Background: an optimization exercise with open tools, aiming at small area, a short achievable clock period and few clock cycles. Do not read the settings as production practice. In this exercise RTL edits were held to simulation tests only and were not proved equivalent to the original. Power and IR drop assume default switching activity. The clock port is modelled as an ideal driver; clocking choices that lean on that would not hold on a real chip.

<file path="design.v">
`default_nettype none
package strm_pkg;
  typedef logic [128-1:0] data_t;
  typedef logic [32-1:0] addr_t;
  typedef logic [32-1:0]  len_t;
  typedef logic [8-1:0]  tag_t;
  typedef logic [$clog2(256):0]                  req_len_t;   
  typedef logic [32-$clog2(16)-1:0]     beat_cnt_t;  
  typedef logic [$clog2(16)-1:0]                chunk_cnt_t;  
  typedef enum logic [2:0] {
    IDLE,
    REQ_A,
    WAIT_A_ACK,
    REQ_B,
    WAIT_B_ACK,
    WAIT_DONE,
    DRAIN
  } seq_state_t;
endpackage
`default_nettype wire
`timescale 1ns/100ps
`default_nettype none
module sys_user_stream_top
(
  input  logic     clk_i,
  input  logic     rst_n,
  input  logic     strm_en_i,
  input  strm_pkg::addr_t    dma_src_addr_i,
  input  strm_pkg::len_t     dma_len_i,
  output logic     dma_done_o,
  input  logic     dma_done_ack_i,
  output logic     dma_rd_req_o,
  output strm_pkg::addr_t    dma_rd_req_addr_o,
  output strm_pkg::req_len_t dma_rd_req_len_o,
  output strm_pkg::tag_t     dma_tag_o,
  input  logic     dma_req_ack_i,
  input  logic     dma_data_valid_i,
  input  strm_pkg::tag_t     dma_tag_i,
  input  strm_pkg::data_t    dma_data_i,
  output logic     stream_valid_o,
  input  logic     stream_ready_i,
  output strm_pkg::data_t    stream_data_o
);
  localparam int NS = 16;         
  localparam logic [NS-1:0] INJ = 16'hC101;     
  logic          act;         
  logic          pend;        
  logic [12:0]   full_left;   
  logic          fl_nz;       
  logic          fl_one;      
  logic [3:0]    tail;        
  logic [4:0]    room;        
  logic          tagb;        
  logic [4:0]    len_b;       
  logic [4:0]    out;         
  logic          out0;        
  logic          out1;        
  strm_pkg::data_t stg [NS];
  logic [NS-1:0] v;           
  logic [4:0]    occ;         
  logic          fit0;        
  logic          fitp;        
  logic          fitm;        
  logic [NS-1:0] full_up;     
  logic [NS-1:0] v_n;
  logic [NS-1:0] fu_n;
  logic [NS-1:0] stuck;       
  logic [NS-1:0] adv;         
  logic [NS-1:0] low_empty;   
  logic [NS-1:0] sel;         
  logic [NS-1:0] inj;         
  logic          start;
  logic [4:0]    nlen;
  logic          fl_nz_n;
  logic          out_free;
  logic          present;
  logic          acc;
  logic          hit;
  logic          take;
  logic [4:0]    room_n;
  logic [4:0]    room_st;
  logic [4:0]    fit_r;
  logic [4:0]    fit_s;
  logic [4:0]    fit_k;
  logic [5:0]    occ_t;
  assign start    = strm_en_i && !act && !dma_done_o;
  assign acc      = dma_rd_req_o && dma_req_ack_i;
  assign hit      = dma_data_valid_i && (dma_tag_i[7:2] == '0) && (dma_tag_i[1] != dma_tag_i[0]);
  assign out_free = out0 || (out1 && hit);
  assign take     = stream_valid_o && stream_ready_i;
  assign present  = hit ? (pend && !dma_rd_req_o && (out0 || out1) && (take ? fit0 : fitp))
                        : (pend && !dma_rd_req_o && out0 && (take ? fitm : fit0));
  assign nlen     = fl_nz ? 5'd16 : {1'b0, tail};
  assign fl_nz_n  = fl_nz && !fl_one;               
  assign dma_rd_req_len_o = {len_b, 4'b0};
  assign dma_tag_o        = {6'b0, tagb, !tagb};
  always_ff @(posedge clk_i)
  begin
    if (!rst_n)
    begin
      act          <= 1'b0;
      pend         <= 1'b0;
      dma_done_o   <= 1'b0;
      dma_rd_req_o <= 1'b0;
      out          <= '0;
      out0         <= 1'b1;
      out1         <= 1'b0;
    end
    else
    begin
      if (start)
      begin
        dma_rd_req_addr_o <= dma_src_addr_i;
        act               <= (dma_len_i[20:4] != '0);
        pend              <= (dma_len_i[20:4] != '0);
        dma_done_o        <= (dma_len_i[20:4] == '0);   
        tagb              <= 1'b1;                      
        full_left         <= dma_len_i[20:8];
        fl_nz             <= (dma_len_i[20:8] != '0);
        fl_one            <= (dma_len_i[20:8] == 13'd1);
        tail              <= dma_len_i[7:4];
      end
      else if (acc)
        dma_rd_req_addr_o[31:8] <= dma_rd_req_addr_o[31:8] + 24'd1;
      if (present)
      begin
        dma_rd_req_o <= 1'b1;
        tagb         <= !tagb;
        len_b        <= nlen;
        out          <= nlen;
        out0         <= 1'b0;
        out1         <= (nlen == 5'd1);
        if (fl_nz)
        begin
          full_left <= full_left - 13'd1;
          fl_nz     <= fl_nz_n;
          fl_one    <= (full_left == 13'd2);
          pend      <= fl_nz_n || (tail != '0);
        end
        else
          pend      <= 1'b0;
      end
      else
      begin
        if (acc)
          dma_rd_req_o <= 1'b0;
        if (hit)
        begin
          out  <= out - 5'd1;
          out0 <= out1;
          out1 <= (out == 5'd2);
        end
      end
      if (act && !pend && !dma_rd_req_o && out_free)
      begin
        act        <= 1'b0;
        dma_done_o <= 1'b1;
      end
      if (dma_done_o && !strm_en_i && dma_done_ack_i)
        dma_done_o <= 1'b0;
    end
  end
  assign room_n    = (present && fl_nz) ? (fl_nz_n ? 5'd0 : 5'd16 - {1'b0, tail}) : room;
  assign room_st   = (dma_len_i[20:8] != '0) ? 5'd0 : 5'd16 - {1'b0, dma_len_i[7:4]};
  assign occ_t = {1'b0, occ} + {2'b0, dma_len_i[7:4]};
  always_comb
  begin
    for (int k = 0; k < 5; k++)
    begin
      fit_r[k] = ({1'b0, occ} + 6'(k)) <= ({1'b0, room} + 6'd2);
      if (dma_len_i[20:8] != '0)
        fit_s[k] = ({1'b0, occ} + 6'(k)) <= 6'd2;
      else
        fit_s[k] = occ_t <= 6'(18 - k);
    end
    fit_k = start ? fit_s : fit_r;
  end
  always_ff @(posedge clk_i)
  begin
    if (!rst_n)
    begin
      occ  <= '0;
      room <= '0;
      fit0 <= 1'b1;
      fitp <= 1'b0;
      fitm <= 1'b1;
    end
    else
    begin
      occ  <= occ + 5'(hit) - 5'(take);
      room <= start ? room_st : room_n;
      if (hit && !take)
      begin
        fit0 <= fit_k[3];
        fitp <= fit_k[4];
        fitm <= fit_k[2];
      end
      else if (take && !hit)
      begin
        fit0 <= fit_k[1];
        fitp <= fit_k[2];
        fitm <= fit_k[0];
      end
      else
      begin
        fit0 <= fit_k[2];
        fitp <= fit_k[3];
        fitm <= fit_k[1];
      end
    end
  end
  assign stream_valid_o = v[NS-1];
  assign stream_data_o  = stg[NS-1];
  always_comb
  begin
    for (int i = 0; i < NS; i++)
      stuck[i] = full_up[i] && !stream_ready_i;
    for (int i = 0; i < NS-1; i++)
      adv[i] = v[i] && !stuck[i+1];
    adv[NS-1] = take;
    low_empty[0] = 1'b1;
    for (int i = 1; i < NS; i++)
      low_empty[i] = low_empty[i-1] && !v[i-1];
    sel = '0;
    for (int i = 0; i < NS; i++)
      if (INJ[i] && low_empty[i] && (!v[i] || adv[i]))
        sel = NS'(1) << i;
    inj = sel & {NS{hit}};
  end
  always_ff @(posedge clk_i)
  begin
    for (int i = 0; i < NS; i++)
      if (inj[i] || (i > 0 && adv[i > 0 ? i-1 : 0]))
        stg[i] <= (sel[i] || i == 0) ? dma_data_i : stg[i > 0 ? i-1 : 0];
  end
  always_comb
  begin
    for (int i = 0; i < NS; i++)
      v_n[i] = stuck[i] || inj[i] || (i > 0 && adv[i > 0 ? i-1 : 0]);
    fu_n[NS-1] = v_n[NS-1];
    for (int i = NS-2; i >= 0; i--)
      fu_n[i] = v_n[i] && fu_n[i+1];
  end
  always_ff @(posedge clk_i)
  begin
    if (!rst_n)
    begin
      v       <= '0;
      full_up <= '0;
    end
    else
    begin
      v       <= v_n;
      full_up <= fu_n;
    end
  end
endmodule
`default_nettype wire
</file>
<file path="flow/run.sh">
#!/bin/bash
# Layout flow: the standard ORFS flow (standard.sh), with
#  - port buffers made of buf_2 cells instead of the slow delay-buffer cell
#    buffer_ports picks by default (every port still gets its buffer);
#  - clock tree synthesis without dummy loads and with larger sink clusters.
# Each step's full log is in orfs/logs/; make's own output goes to flow_make.log.
set -euo pipefail
export BUFFER_PORTS_ARGS="-buffer_cell sky130_fd_sc_hd__buf_2"
export CTS_ARGS="-sink_clustering_enable -repair_clock_nets -dont_use_dummy_load -sink_clustering_size 30 -sink_clustering_max_diameter 100"
bash standard.sh finish > flow_make.log 2>&1
</file>
<file path="standard.sh">
#!/bin/bash
# synth_recipe.tcl (not shown) runs the flow's synth.tcl, then flattens the netlist and writes it again
# the make line also repeats each setting of config.mk as NAME=value (left out here)
make -C /OpenROAD-flow-scripts/flow DESIGN_CONFIG=/design/flow/config.mk WORK_HOME=/design/flow/orfs CLKGATE_MAP_FILE= SYNTH_SCRIPT=/design/flow/synth_recipe.tcl "${@:-finish}"
</file>
<file path="config.mk">
export PLATFORM = sky130hd
export DESIGN_NAME = sys_user_stream_top
export DESIGN_NICKNAME = sys_user_stream_top
export VERILOG_FILES = /design/flow/design.v
export SDC_FILE = /design/flow/constraint.sdc
export NUM_CORES = 4
export LEC_CHECK = 0
export CAP_MARGIN = 20
export CORE_MARGIN = 2
export CORE_UTILIZATION = 55
export SETUP_SLACK_MARGIN = 3.0
export SLEW_MARGIN = 20
export TNS_END_PERCENT = 5
</file>
<file path="constraint.sdc">
create_clock -name core_clock -period 5.5 [get_ports {clk_i}]
set_input_delay 1.1000 -clock core_clock [delete_from_list [all_inputs] [get_ports {clk_i}]]
set_output_delay 1.1000 -clock core_clock [all_outputs]
set_load 0.01 [all_outputs]
</file>
==> impl_table.tex, run 1 <==
\begin{tabular}{lr}
\hline
Metric & Value \\
\hline
\multicolumn{2}{l}{\textbf{Power and ir drop}} \\
Total power density per cell area & 326 nW/um\^{}2 \\
Leak pwr & 25.7 nW \\
Design Power & 26.1 mW \\
Max VDD drop & 0.225 mV \\
\multicolumn{2}{l}{\textbf{Critical path}} \\
Crit path arrival time & 3.09 ns \\
Worst path slowest cell & buf\_16 \\
CP endpoint kind & flop \\
Ordered list of cells on the worst path & buf\_2 > nand3b\_1 > and3\_1 > nand2\_4 > buf\_16 > mux2\_2 \\
Element type at the critical path start & input pin \\
Worst EP required & 5.89 ns \\
Worst stage delay on the critical path & 0.63 ns \\
Number of cells traversed by the worst register-to-register path & 10 \\
Highest fanout seen on the critical path & 128 \\
Worst Setup Path Type & in2reg \\
\multicolumn{2}{l}{\textbf{Placement}} \\
Final Wtd Congestion & 0.792 \\
Cell total after placement & 5333 \\
Half-perimeter wire length of the detailed placement result & 75100 um \\
Worst setup slack after placement & 1.25 ns \\
Count of input and output buffers & 361 \\
\multicolumn{2}{l}{\textbf{Detailed routing}} \\
Routed Antenna Nets & 0 \\
Number of detailed-routing iterations run before antenna repair & 5 \\
First-iteration detailed-routing DRC count & 3067 \\
Routed WL & 137000 um \\
Average routed wire per standard cell & 25.2 um \\
Detail-routed via count per cell & 5.72 \\
\# DRC & 0 \\
Via count & 31200 \\
\multicolumn{2}{l}{\textbf{Floorplan}} \\
Core area & 131000 um\^{}2 \\
Total I/O pin count & 387 \\
Initial core utilization & 55.5\% \\
Overall die width & 368 um \\
Number of rows in the core area & 133 \\
Vertical die dimension & 368 um \\
Die Area & 136000 um\^{}2 \\
\multicolumn{2}{l}{\textbf{Clocking}} \\
Number of levels in the clock H-tree & 3 \\
Clock latency of the later-clocked register in the worst-skew pair & 0.70 ns \\
Number of sinks driven by the clock tree & 2160 \\
Clock tree root driver cell & clkbuf\_16 \\
Largest buffer count on any clock path & 3 \\
TritonCTS buffer count & 82 \\
TritonCTS clock tree & yes \\
Clock transition at path regs & 0.11 ns \\
\multicolumn{2}{l}{\textbf{Timing}} \\
Final worst clock skew & 0.0592 ns \\
Fin crit period & 2.69 ns \\
Worst-case headroom to the max-slew limit & 32.8\% \\
Final count of negative-setup-slack endpoints & 0 \\
Setup TNS & 0 ns \\
Final count of pins violating max slew & 0 \\
Portion of the clock cycle consumed by the worst path in the final layout & 48.9\% \\
Achievable clock frequency & 371 MHz \\
Slew at the pin with the worst max-slew slack & 1.01 ns \\
RSZ-0062 raised after global routing & yes \\
Final count of hold timing violations & 0 \\
Post-route worst setup slack & 2.81 ns \\
Worst hold margin & 0.373 ns \\
\multicolumn{2}{l}{\textbf{Finish}} \\
Proportion of layout cells with a drive suffix above 1 & 26.4\% \\
Non-filler instance count after layout & 5455 \\
Number of nets at the end of the flow & 3964 \\
Top library cells by usage in the layout, fill and taps aside & 2105 x edfxtp\_1, 385 x mux2\_2, 361 x buf\_2 \\
Syn-to-layout area delta & 10.0\% \\
Most frequent standard cell in the layout excluding fill and tap cells & edfxtp\_1 \\
\multicolumn{2}{l}{\textbf{GRT}} \\
First-pass GRT wire length & 201000 um \\
Pin count of the biggest net entering global routing & 129 \\
Remaining global-route overflow & 0 \\
Via count of the first global-routing pass & 31600 \\
Overall global routing resource usage & 19.9\% \\
Initial antenna violation count & 12 \\
\multicolumn{2}{l}{\textbf{Worst hold path}} \\
Number of stages on the worst hold path & 0 \\
Class of the tightest hold or removal check & reg2reg \\
\multicolumn{2}{l}{\textbf{Synth}} \\
Syn Area/Cell & 22.5 um\^{}2 \\
Gate count of the mapped netlist & 3234 \\
Proportion of synthesized chip area in sequential cells & 88.2\% \\
Synth unique cells & 71 \\
Number of synthesized flops with an enable pin & 2105 \\
Number of register bits inferred by synthesis & 2160 \\
Fraction of registers with async set/reset & 0\% \\
Yosys warnings & 2 \\
Area of the mapped netlist & 72900 um\^{}2 \\
Leading register cell type out of synthesis & edfxtp\_1 \\
\multicolumn{2}{l}{\textbf{Outcome}} \\
Outcome & finished clean \\
\multicolumn{2}{l}{\textbf{Run}} \\
Max\_cap viols & 0 \\
\hline
\end{tabular}
==> critical path: cells and delay by family <==
kind	cells	cell delay, ns
buffers and inverters	2	0.83
and+or+nand+nor	3	0.59
muxes	1	0.41
==> layout make-up <==
| cell class | count | area (um^2) |
|---|---|---|
| inverter | 43 | 170 |
| fill | 9247 | 51200 |
| multi-input combinational | 964 | 8490 |
| sequential | 2160 | 64300 |
| tap | 1755 | 2200 |
| clock buffer | 82 | 2050 |
| timing repair buffer | 450 | 2990 |
| antenna | 1 | 2.50 |
==> logic make-up after synthesis <==
| logic type | count (synthesis) | share of synthesized area, % |
|---|---|---|
| adders and majority gates | 56 | 0.982 |
| DFF | 2160 | 88.2 |
| AOI/OAI and AO/OA | 191 | 1.67 |
| buffers and inverters | 120 | 0.726 |
| xor gates and xnor gates | 41 | 0.492 |
| other | 1 | 0.00514 |
| muxes | 386 | 5.96 |
| and+or+nand+nor | 279 | 1.97 |
==> power by group <==
part	leakage, nW	internal (mW)	switching, mW
clock	1.01	2.70	4.42
sequential	19.4	17.9	0.112
combinational	5.28	0.389	0.597
total	25.7	21.0	5.12
==> synth_stat cells (3+ instances only) <==
| master | count | area (um^2) |
|---|---|---|
| a21boi_0 | 11 | 82.6 |
| clkbuf_1 | 34 | 128 |
| or3_1 | 8 | 50.1 |
| or4_1 | 4 | 30.0 |
| mux2_2 | 385 | 4340 |
| nor2b_1 | 17 | 106 |
| nor2_1 | 73 | 274 |
| nand3_1 | 31 | 155 |
| a22o_1 | 5 | 43.8 |
| inv_1 | 41 | 154 |
| o221ai_1 | 4 | 35.0 |
| nor4b_1 | 4 | 35.0 |
| nand4_1 | 9 | 56.3 |
| and3_1 | 10 | 62.6 |
| a22oi_1 | 3 | 22.5 |
| o211ai_1 | 5 | 37.5 |
| a311oi_1 | 5 | 43.8 |
| xnor2_1 | 23 | 201 |
| and2_1 | 10 | 62.6 |
| o21ai_0 | 58 | 290 |
| nor4_1 | 9 | 56.3 |
| xor2_1 | 18 | 158 |
| buf_1 | 3 | 11.3 |
| edfxtp_1 | 2105 | 63200 |
| a21oi_1 | 48 | 240 |
| a211o_1 | 3 | 26.3 |
| dfxtp_1 | 55 | 1100 |
| nand2_1 | 53 | 199 |
| o22ai_1 | 4 | 25.0 |
| nand2b_1 | 9 | 56.3 |
| nor3_1 | 26 | 130 |
| buf_2 | 29 | 145 |
| a211oi_1 | 10 | 75.1 |
| buf_4 | 11 | 82.6 |
| a21o_1 | 9 | 67.6 |
| ha_1 | 54 | 676 |
==> state kept, by name, indices dropped and copies added, names as in the netlist, 4 cells and up <==
| register | count |
|---|---|
| stg | 2048 |
| room | 5 |
| len_b | 5 |
| occ | 5 |
| full_left | 13 |
| dma_rd_req_addr_o | 32 |
| out | 5 |
| full_up | 16 |
| tail | 4 |
| v | 15 |
==> per-stage QoR <==
stage | instance area [um^2] | utilization, %
3_5_place_dp | 77500 | 59.0
5_1_grt | 80200 | 61.0
2_1_floorplan | 73100 | -
4_1_cts | 80100 | 60.9
3_3_place_gp | 77400 | 58.9
6_report | 80200 | 61.0
==> final timing paths <==
path | to | from | slack, ns
worst min-delay path | stg[9][86] | stg[8][86] | 0.37
worst min register to register | stg[9][86] | stg[8][86] | 0.37
worst max register to register | fit0 | occ[3] | 2.91
worst max-delay path | stg[8][99] | stream_ready_i | 2.81
==> layer usage <==
layer	vias to the layer above	GRT usage, %	wire [um]
li1	13600	-	-
met1	16500	29.5	61700
met2	984	32.8	66100
met3	142	2.26	7650
met4	2	3.78	1970
met5	-	0	8
==> timing repair <==
item                                    4_1_cts  5_1_grt
gates cloned                                  4        1
hold buffers                                  0        0
setup buffers                                28        6
endpoints found under the setup margin     1875     1241
pin swaps                                    11        9
resized for setup                            40       22
Testbench counts, summed over its fixed seeds: cycles 32,940.
==> run 2, diff against run 1 <==
--- a/design.v
+++ b/design.v
@@ -231,7 +231,7 @@
   begin
     for (int i = 0; i < NS; i++)
       if (inj[i] || (i > 0 && adv[i > 0 ? i-1 : 0]))
-        stg[i] <= (sel[i] || i == 0) ? dma_data_i : stg[i > 0 ? i-1 : 0];
+        stg[i] <= (i == 0 || (INJ[i] && low_empty[i])) ? dma_data_i : stg[i > 0 ? i-1 : 0];
   end
   always_comb
   begin
==> run 2 against run 1 <==
First-iteration DRC count grew 8.9%. Power shrank 0.29%. Worst setup slack gained 0.041 ns. Flip-flop and latch count is the same. Worst hold slack gained 0.022 ns. Critical path type unchanged.
==> impl_table.tex, run 2 <==
\begin{tabular}{lr}
\hline
Metric & Value \\
\hline
\multicolumn{2}{l}{\textbf{Critical path}} \\
Worst Setup Path Type & in2reg \\
Most numerous cell on the critical path & a211o\_1 \\
Element type at the critical path start & input pin \\
Worst setup path start & dma\_len\_i[4] \\
Reg-to-Reg End & full\_up[4] \\
Internal reg-to-reg setup slack & 2.90 ns (about the same) \\
Ordered list of cells on the worst path & buf\_2 > ha\_4 > fa\_2 > xor2\_2 > nor4\_1 > mux2i\_1 > a211o\_1 > a31o\_2 > nor3\_2 > a211o\_1 \\
Reg-to-reg critical path startpoint & v[4] \\
CP Buf/Inv Count & 1 (-1) \\
End of the critical path & fitp \\
Number of cells traversed by the worst register-to-register path & 8 (-2) \\
Highest fanout seen on the critical path & 6 (-95\%) \\
Crit path arrival time & 3.28 ns (+0.19 ns) \\
Worst stage delay on the critical path & 0.36 ns (-0.27 ns) \\
Worst EP required & 6.13 ns (+0.24 ns) \\
CP endpoint kind & flop \\
Critical path depth in cells & 10 (+4) \\
Worst path slowest cell & fa\_2 \\
Crit-path leading delay family & compound AO/OA/AOI/OAI gates \\
\multicolumn{2}{l}{\textbf{Synth}} \\
Yosys warnings & 2 (unchanged) \\
Syn Area/Cell & 22.4 um\^{}2 (-0.85\%) \\
Number of synthesized flops with an enable pin & 2105 (unchanged) \\
Proportion of synthesized chip area in sequential cells & 88.0\% (-0.20 points) \\
Fraction of registers with async set/reset & 0\% (unchanged) \\
Proportion of netlist area held by the largest area contributor & 86.5\% (-0.20 points) \\
Most used standard cell by instance count after synthesis & edfxtp\_1 \\
Most frequent cells after synthesis & 2105 x edfxtp\_1, 385 x mux2\_2, 91 x nand2\_1, 62 x clkbuf\_1, 59 x o21ai\_0 \\
Area of the mapped netlist & 73100 um\^{}2 (+0.23\%) \\
Gate count of the mapped netlist & 3269 (+1.1\%) \\
Leading post-synthesis cells by cell area & edfxtp\_1 86\%, mux2\_2 5.9\%, dfxtp\_1 1.5\% \\
Synth unique cells & 70 (-1.4\%) \\
Cell taking the most area after synthesis & edfxtp\_1 \\
Leading register cell type out of synthesis & edfxtp\_1 \\
Number of register bits inferred by synthesis & 2160 (unchanged) \\
\multicolumn{2}{l}{\textbf{Clocking}} \\
Clock transition at path regs & 0.11 ns (about the same) \\
Number of levels in the clock H-tree & 3 (unchanged) \\
Largest buffer count on any clock path & 3 (unchanged) \\
Cts hold-fix bufs & 0 (unchanged) \\
Clock tree root driver cell & clkbuf\_16 \\
TritonCTS buffer count & 83 (+1.2\%) \\
Clock latency of the later-clocked register in the worst-skew pair & 0.72 ns (+0.02 ns) \\
Number of sinks driven by the clock tree & 2160 (unchanged) \\
TritonCTS clock tree & yes \\
\multicolumn{2}{l}{\textbf{Power and ir drop}} \\
Total power density per cell area & 323 nW/um\^{}2 (-0.81\%) \\
Leak pwr & 25.8 nW (+0.52\%) \\
Max VDD drop & 0.218 mV (-3.1\%) \\
Design Power & 26.1 mW (-0.29\%) \\
\multicolumn{2}{l}{\textbf{Finish}} \\
Syn-to-layout area delta & 10.3\% \\
Largest registers & stg (2048), dma\_rd\_req\_addr\_o (32), v (16) \\
Register bank with the most flops & stg \\
Number of flip-flops in the largest register & 2048 (unchanged) \\
Non-filler instance count after layout & 5503 (+0.88\%) \\
Filler Cell Count & 9125 (-1.3\%) \\
Top library cells by usage in the layout, fill and taps aside & 2105 x edfxtp\_1, 385 x mux2\_2, 359 x buf\_2 \\
Most frequent standard cell in the layout excluding fill and tap cells & edfxtp\_1 \\
Proportion of layout cells with a drive suffix above 1 & 27.3\% (+0.95 points) \\
Number of nets at the end of the flow & 4007 (+1.1\%) \\
\multicolumn{2}{l}{\textbf{Detailed routing}} \\
\# DRC & 0 (unchanged) \\
Detail-routed via count per cell & 5.75 (+0.66\%) \\
First-iteration detailed-routing DRC count & 3341 (+8.9\%) \\
Routed WL & 146000 um (+6.3\%) \\
Average routed wire per standard cell & 26.5 um (+5.4\%) \\
Via count & 31700 (+1.5\%) \\
Routed Antenna Nets & 0 (unchanged) \\
Number of detailed-routing iterations run before antenna repair & 5 (unchanged) \\
\multicolumn{2}{l}{\textbf{Floorplan}} \\
Vertical die dimension & 369 um (+0.11\%) \\
Initial core utilization & 55.5\% (about the same) \\
Overall die width & 369 um (+0.11\%) \\
Number of rows in the core area & 133 (unchanged) \\
Total I/O pin count & 387 (unchanged) \\
Die Area & 136000 um\^{}2 (+0.22\%) \\
Core area & 132000 um\^{}2 (+0.13\%) \\
\multicolumn{2}{l}{\textbf{Timing}} \\
Fin crit period & 2.65 ns (-0.0414 ns) \\
Worst-case headroom to the max-slew limit & 24.2\% (-8.6 points) \\
Final count of negative-setup-slack endpoints & 0 (unchanged) \\
Final count of pins violating max slew & 0 (unchanged) \\
Post-route worst setup slack & 2.85 ns (+0.0414 ns) \\
Worst hold margin & 0.395 ns (+0.0219 ns) \\
Achievable clock frequency & 377 MHz (+1.6\%) \\
Slew at the pin with the worst max-slew slack & 1.14 ns (+0.129 ns) \\
Final worst clock skew & 0.0983 ns (+0.0390 ns) \\
Setup TNS & 0 ns (unchanged) \\
Portion of the clock cycle consumed by the worst path in the final layout & 48.2\% (-0.75 points) \\
Final count of hold timing violations & 0 (unchanged) \\
RSZ-0062 raised after global routing & yes \\
\multicolumn{2}{l}{\textbf{Run}} \\
Max\_cap viols & 0 (unchanged) \\
\multicolumn{2}{l}{\textbf{GRT}} \\
Overall global routing resource usage & 21.2\% (+1.3 points) \\
First-pass GRT wire length & 210000 um (+4.4\%) \\
Initial antenna violation count & 9 (-3) \\
Pin count of the biggest net entering global routing & 129 (unchanged) \\
Remaining global-route overflow & 0 (unchanged) \\
Via count of the first global-routing pass & 31700 (+0.18\%) \\
\multicolumn{2}{l}{\textbf{Placement}} \\
Worst setup slack after placement & 1.49 ns (+0.236 ns) \\
Cell total after placement & 5366 (+0.62\%) \\
Final Wtd Congestion & 0.825 (+4.2\%) \\
Half-perimeter wire length of the detailed placement result & 77200 um (+2.8\%) \\
Count of input and output buffers & 361 (unchanged) \\
\multicolumn{2}{l}{\textbf{Outcome}} \\
Outcome & finished clean \\
\multicolumn{2}{l}{\textbf{Worst hold path}} \\
Class of the tightest hold or removal check & reg2reg \\
\hline
\end{tabular}
[run 2: cell types whose count changed after synthesis, moves of 6 or more]
| cell | change |
|---|---|
| buf_2 | -29 |
| nand2_1 | +38 |
| nor3_1 | -7 |
| a21oi_1 | -8 |
| a211oi_1 | -6 |
| xor2_1 | +6 |
| clkbuf_1 | +28 |
| nor2b_1 | +21 |
| o21a_1 | +14 |
| nor2_1 | -16 |
[run 2: worst reg2reg max path: cells and delay by family, from the launching register on]
kind	cells	cell delay, ns
buffers and inverters	1	0.20
AND/OR/NAND/NOR	7	1.93
flip-flops	1	0.37
[run 2: layer usage]
layer | vias up | wire length, um | track usage [%] | share of wire [%]
li1 | 13700 | - | - | -
met1 | 16800 | 66000 | 31.5 | 45
met2 | 985 | 68900 | 33.6 | 47
met3 | 173 | 7310 | 2.94 | 5.0
met4 | 2 | 3880 | 5.86 | 2.7
met5 | - | 13 | 0 | 0.0089
[run 2: worst min-delay path by stage]
stage / startpoint / depth (start not counted) / slack [ns] / to
6_report: stg[11][70] / 0 / 0.40 / stg[12][70]
5_1_grt: stg[0][93] / 0 / 0.39 / stg[1][93]
4_1_cts: stg[0][93] / 0 / 0.39 / stg[1][93]
3_5_place_dp: stg[9][11] / 0 / 0.40 / stg[10][11]
3_3_place_gp: stg[11][117] / 0 / 0.40 / stg[12][117]
2_1_floorplan: stg[9][0] / 0 / 0.40 / stg[10][0]
[run 2: repair_timing]
item,4_1_cts,5_1_grt
cloned,9,0
setup buffers,17,22
setup endpoints to repair,874,619
resized for setup,37,64
pin swaps,7,24
[run 2: metrics by stage]
| step | area, um^2 | utilization, % |
|---|---|---|
| global route | 80600 | 61.3 |
| finish | 80600 | 61.3 |
| CTS | 80200 | 60.9 |
| floorplan | 73300 | - |
| detailed placement | 77600 | 58.9 |
| global placement | 77600 | 58.9 |
[run 2: area by class of cell]
| class | instances | area (um^2) | area share, % |
|---|---|---|---|
| clock buffer | 83 | 2080 | 2.58 |
| tap | 1755 | 2200 | 2.72 |
| multi-input combinational | 1004 | 8920 | 11.1 |
| inverter | 42 | 178 | 0.220 |
| timing repair buffer | 453 | 2930 | 3.63 |
| sequential | 2160 | 64300 | 79.8 |
| antenna | 6 | 15.0 | 0.0186 |
[run 2: cell families after synthesis]
family | after synthesis | share of synthesized area [%]
xor gates and xnor gates | 43 | 0.515
muxes | 388 | 5.97
DFF | 2160 | 88.0
buffers and inverters | 119 | 0.668
other | 1 | 0.00513
and+or+nand+nor | 316 | 2.26
adders and majority gates | 56 | 0.979
AOI/OAI and AO/OA | 186 | 1.60
[run 2: power breakdown]
group	switching [mW]	total [mW]	leakage (nW)	internal [mW]
logic	0.504	0.858	5.40	0.355
clock network	4.46	7.19	1.02	2.73
registers	0.0845	18.0	19.4	17.9
total	5.05	26.1	25.8	21.0
Testbench counts of run 2, summed over its fixed seeds: cycles 32,940.
==> run 3, diff against run 2 <==
--- a/config.mk
+++ b/config.mk
@@ -10,4 +10,4 @@
 export CORE_UTILIZATION = 55
 export SETUP_SLACK_MARGIN = 3.0
 export SLEW_MARGIN = 20
-export TNS_END_PERCENT = 5
+export TNS_END_PERCENT = 20
==> run 3 against run 2 <==
Combinational power grew 2.8%. Clock power is essentially flat. Critical endpoint is now stg[15][17]. Synthesized cell count unchanged. Maximum frequency decreased by 2.6%. Count of clock-buffer cells in the layout unchanged. Critical path type unchanged. Utilization hardly changed. Sequential share of layout area is essentially flat. Largest power group unchanged. Non-clock buffer count is 1 lower. Cell area barely moved. Routed wire length shrank 1.7%.
==> impl_table.tex, run 3 <==
\begin{tabular}{lr}
\hline
Metric & Value \\
\hline
\multicolumn{2}{l}{\textbf{Placement}} \\
Count of input and output buffers & 361 (unchanged) \\
Half-perimeter wire length of the detailed placement result & 76200 um (-1.3\%) \\
Cell total after placement & 5361 (-0.093\%) \\
Final Wtd Congestion & 0.817 (-1.0\%) \\
\multicolumn{2}{l}{\textbf{Power and ir drop}} \\
Psw & 5.06 mW (+0.16\%) \\
Leak pwr & 25.8 nW (about the same) \\
Share of total power consumed by net switching & 19.4\% (about the same) \\
Design Power & 26.1 mW (about the same) \\
Total power density per cell area & 324 nW/um\^{}2 (about the same) \\
Share of total power in combinational logic & 3.4\% (about the same) \\
Share of total power in the clock network & 27.6\% (about the same) \\
Max VDD drop & 0.282 mV (+29\%) \\
Sequential fraction of design power & 69.1\% (about the same) \\
Cell-internal power & 21.0 mW (about the same) \\
\multicolumn{2}{l}{\textbf{Timing}} \\
Achievable clock frequency & 367 MHz (-2.6\%) \\
Final count of negative-setup-slack endpoints & 0 (unchanged) \\
Final worst clock skew & 0.0717 ns (-0.0265 ns) \\
Worst-case headroom to the max-slew limit & 27.5\% (+3.3 points) \\
RSZ-0062 raised after global routing & yes \\
Portion of the clock cycle consumed by the worst path in the final layout & 49.5\% (+1.3 points) \\
Final count of pins violating max slew & 0 (unchanged) \\
Slew at the pin with the worst max-slew slack & 1.09 ns (-0.0489 ns) \\
Final count of hold timing violations & 0 (unchanged) \\
Setup TNS & 0 ns (unchanged) \\
Fin crit period & 2.72 ns (+0.0710 ns) \\
\multicolumn{2}{l}{\textbf{Finish}} \\
Largest registers & stg (2048), dma\_rd\_req\_addr\_o (32), v (16) \\
Proportion of layout cells with a drive suffix above 1 & 27.3\% (-0.061 points) \\
Number of nets at the end of the flow & 4008 (+0.025\%) \\
Syn-to-layout area delta & 10.4\% (about the same) \\
Most frequent standard cell in the layout excluding fill and tap cells & edfxtp\_1 \\
Number of flip-flops in the largest register & 2048 (unchanged) \\
Register bank with the most flops & stg \\
Non-filler instance count after layout & 5503 (unchanged) \\
Top library cells by usage in the layout, fill and taps aside & 2105 x edfxtp\_1, 384 x mux2\_2, 357 x buf\_2 \\
\multicolumn{2}{l}{\textbf{Worst hold path}} \\
Number of stages on the worst hold path & 0 (unchanged) \\
Class of the tightest hold or removal check & reg2reg \\
Critical hold path startpoint & stg[1][86] \\
Endpoint, Worst Hold & stg[2][86] \\
\multicolumn{2}{l}{\textbf{Floorplan}} \\
Vertical die dimension & 369 um (unchanged) \\
Die Area & 136000 um\^{}2 (unchanged) \\
Overall die width & 369 um (unchanged) \\
Number of rows in the core area & 133 (unchanged) \\
Total I/O pin count & 387 (unchanged) \\
Core area & 132000 um\^{}2 (unchanged) \\
Initial core utilization & 55.5\% (unchanged) \\
\multicolumn{2}{l}{\textbf{Critical path}} \\
Highest fanout seen on the critical path & 48 (+42) \\
Number of cells traversed by the worst register-to-register path & 8 (unchanged) \\
Crit path arrival time & 3.08 ns (-0.20 ns) \\
CP endpoint kind & flop \\
Internal reg-to-reg setup slack & 2.87 ns (-0.03 ns) \\
Reg-to-Reg End & full\_up[1] \\
Worst EP required & 5.86 ns (-0.27 ns) \\
Element type at the critical path start & input pin \\
Reg-to-reg critical path startpoint & v[0] \\
Worst Setup Path Type & in2reg \\
\multicolumn{2}{l}{\textbf{Clocking}} \\
Clock tree root driver cell & clkbuf\_16 \\
Clock transition at path regs & 0.11 ns (about the same) \\
Clock latency of the later-clocked register in the worst-skew pair & 0.72 ns (about the same) \\
Largest buffer count on any clock path & 3 (unchanged) \\
Cts hold-fix bufs & 0 (unchanged) \\
Number of levels in the clock H-tree & 3 (unchanged) \\
TritonCTS clock tree & yes \\
Number of sinks driven by the clock tree & 2160 (unchanged) \\
TritonCTS buffer count & 83 (unchanged) \\
\multicolumn{2}{l}{\textbf{Synth}} \\
Yosys warnings & 2 (unchanged) \\
Leading post-synthesis cells by cell area & edfxtp\_1 86\%, mux2\_2 5.9\%, dfxtp\_1 1.5\% \\
Most used standard cell by instance count after synthesis & edfxtp\_1 \\
Fraction of registers with async set/reset & 0\% (unchanged) \\
Synth unique cells & 70 (unchanged) \\
Cell taking the most area after synthesis & edfxtp\_1 \\
Leading register cell type out of synthesis & edfxtp\_1 \\
Proportion of netlist area held by the largest area contributor & 86.5\% (unchanged) \\
Syn Area/Cell & 22.4 um\^{}2 (unchanged) \\
Gate count of the mapped netlist & 3269 (unchanged) \\
Area of the mapped netlist & 73100 um\^{}2 (unchanged) \\
Number of synthesized flops with an enable pin & 2105 (unchanged) \\
Proportion of synthesized chip area in sequential cells & 88.0\% (unchanged) \\
Most frequent cells after synthesis & 2105 x edfxtp\_1, 385 x mux2\_2, 91 x nand2\_1, 62 x clkbuf\_1, 59 x o21ai\_0 \\
Number of register bits inferred by synthesis & 2160 (unchanged) \\
\multicolumn{2}{l}{\textbf{GRT}} \\
Overall global routing resource usage & 20.8\% (-0.48 points) \\
Remaining global-route overflow & 0 (unchanged) \\
Initial antenna violation count & 13 (+4) \\
First-pass GRT wire length & 207000 um (-1.6\%) \\
Via count of the first global-routing pass & 31800 (+0.19\%) \\
Pin count of the biggest net entering global routing & 124 (-3.9\%) \\
\multicolumn{2}{l}{\textbf{Detailed routing}} \\
First-iteration detailed-routing DRC count & 3180 (-4.8\%) \\
Number of detailed-routing iterations run before antenna repair & 7 (+2) \\
Detail-routed via count per cell & 5.73 (-0.47\%) \\
Via count & 31500 (-0.47\%) \\
Routed Antenna Nets & 0 (unchanged) \\
Routed WL & 144000 um (-1.7\%) \\
\# DRC & 0 (unchanged) \\
Average routed wire per standard cell & 26.1 um (-1.7\%) \\
\multicolumn{2}{l}{\textbf{Run}} \\
Max\_cap viols & 0 (unchanged) \\
\multicolumn{2}{l}{\textbf{Outcome}} \\
Outcome & finished clean \\
\hline
\end{tabular}
-- run 3: cells by family after synthesis --
family | after synthesis | synth area share (%)
fa+ha+maj | 56 | 0.979
simple gates | 316 | 2.26
flops | 2160 | 88.0
mux | 388 | 5.97
other cells | 1 | 0.00513
xor+xnor | 43 | 0.515
buf+inv | 119 | 0.668
compound gates | 186 | 1.60
-- run 3: power groups by stage --
stage	combinational, mW	sequential [mW]	clock, mW
floorplan	0.480	18.4	0
global placement	0.777	18.4	0
detailed placement	0.811	18.4	0
CTS	0.849	18.0	7.45
global route	0.972	18.0	7.96
finish	0.882	18.0	7.19
-- run 3: layout make-up --
class / count / area [um^2]
Sequential cell: 2160 / 64300
Multi-Input combinational cell: 1006 / 8980
Timing Repair Buffer: 452 / 2890
Tap cell: 1755 / 2200
Inverter: 42 / 174
Antenna cell: 5 / 12.5
Clock buffer: 83 / 2080
Fill cell: 9173 / 51000
-- run 3: worst max-delay path: stages --
cell and delay, ns:
buf_6 0.09, nor4b_4 0.37, nand4b_4 0.15, buf_12 0.16
nor2_4 0.17, buf_4 0.13, nor2_1 0.05, nor2_4 0.14
buf_12 0.14, buf_6 0.49
-- run 3: stage by stage --
stage               util (%)  area [um^2]  hold WS (ns)  setup slack (ns)
floorplan                  -        73300         0.400              1.16
detailed placement      59.0        77600         0.405              1.29
CTS                     61.0        80200         0.392              2.84
global placement        58.9        77600         0.400              1.53
finish                  61.3        80700         0.396              2.78
global route            61.3        80700         0.404              2.71
-- run 3: worst max-delay path by stage --
stage / from / end / slack, ns / cells past startpoint
floorplan: dma_tag_i[6] / stg[0][0] / 1.16 / 5
global placement: stream_ready_i / full_left[2] / 1.53 / 8
detailed placement: stream_ready_i / full_left[8] / 1.29 / 8
CTS: v[6] / full_up[1] / 2.84 / 7
global route: dma_tag_i[6] / occ[4] / 2.71 / 14
finish: dma_tag_i[6] / stg[15][17] / 2.78 / 10
-- run 3: repair_timing --
| action | 4_1_cts | 5_1_grt |
|---|---|---|
| resized for setup | 67 | 40 |
| endpoints found under the hold margin | 0 | 0 |
| pin swaps | 18 | 29 |
| setup endpoints to repair | 854 | 553 |
| setup buffers | 19 | 25 |
| gates cloned | 6 | 4 |
-- run 3: metal layers --
layer  GRT usage [%]  wire, um  up-vias
li1                -         -    13700
met1            31.0     65000    16600
met2            32.7     67400      993
met3            3.03      7750      173
met4            5.11      3430        8
met5               0        49        -

[port drivers added, routing unchanged]
The flow's constraints put no driver on any port. The routed layouts listed below were extracted and timed again, unchanged, in two steps. Step 1: set_driving_cell puts a clkbuf_16 on clk_i and a buf_2 on each other input, an assumption about the parent block. Step 2 adds t to the input delays and takes it off the output delays; t is the mean of the earliest and latest rising clock arrival at the registers after step 1. Input paths then give back, and output paths get back, about the clock's delay inside the block. Three values: no drivers, after step 1, after step 2; two values: the first two.
| run | shift t [ns] | setup WS [ns] | worst setup path after step 2 | worst data-port slew with drivers (ns) |
|---|---|---|---|---|
| run 1 | 0.746 | 2.808 / 2.839 / 2.093 | input to register | 0.13 |
| run 2 | 0.750 | 2.849 / 2.892 / 2.149 | input to register | 0.12 |
| run 3 | 0.757 | 2.778 / 2.816 / 2.059 | input to register | 0.16 |
After both steps setup and hold are still met in every run listed. The setup slack of run 3, which loses most, moves by +0.038 ns with the drivers and by -0.719 ns with both steps.
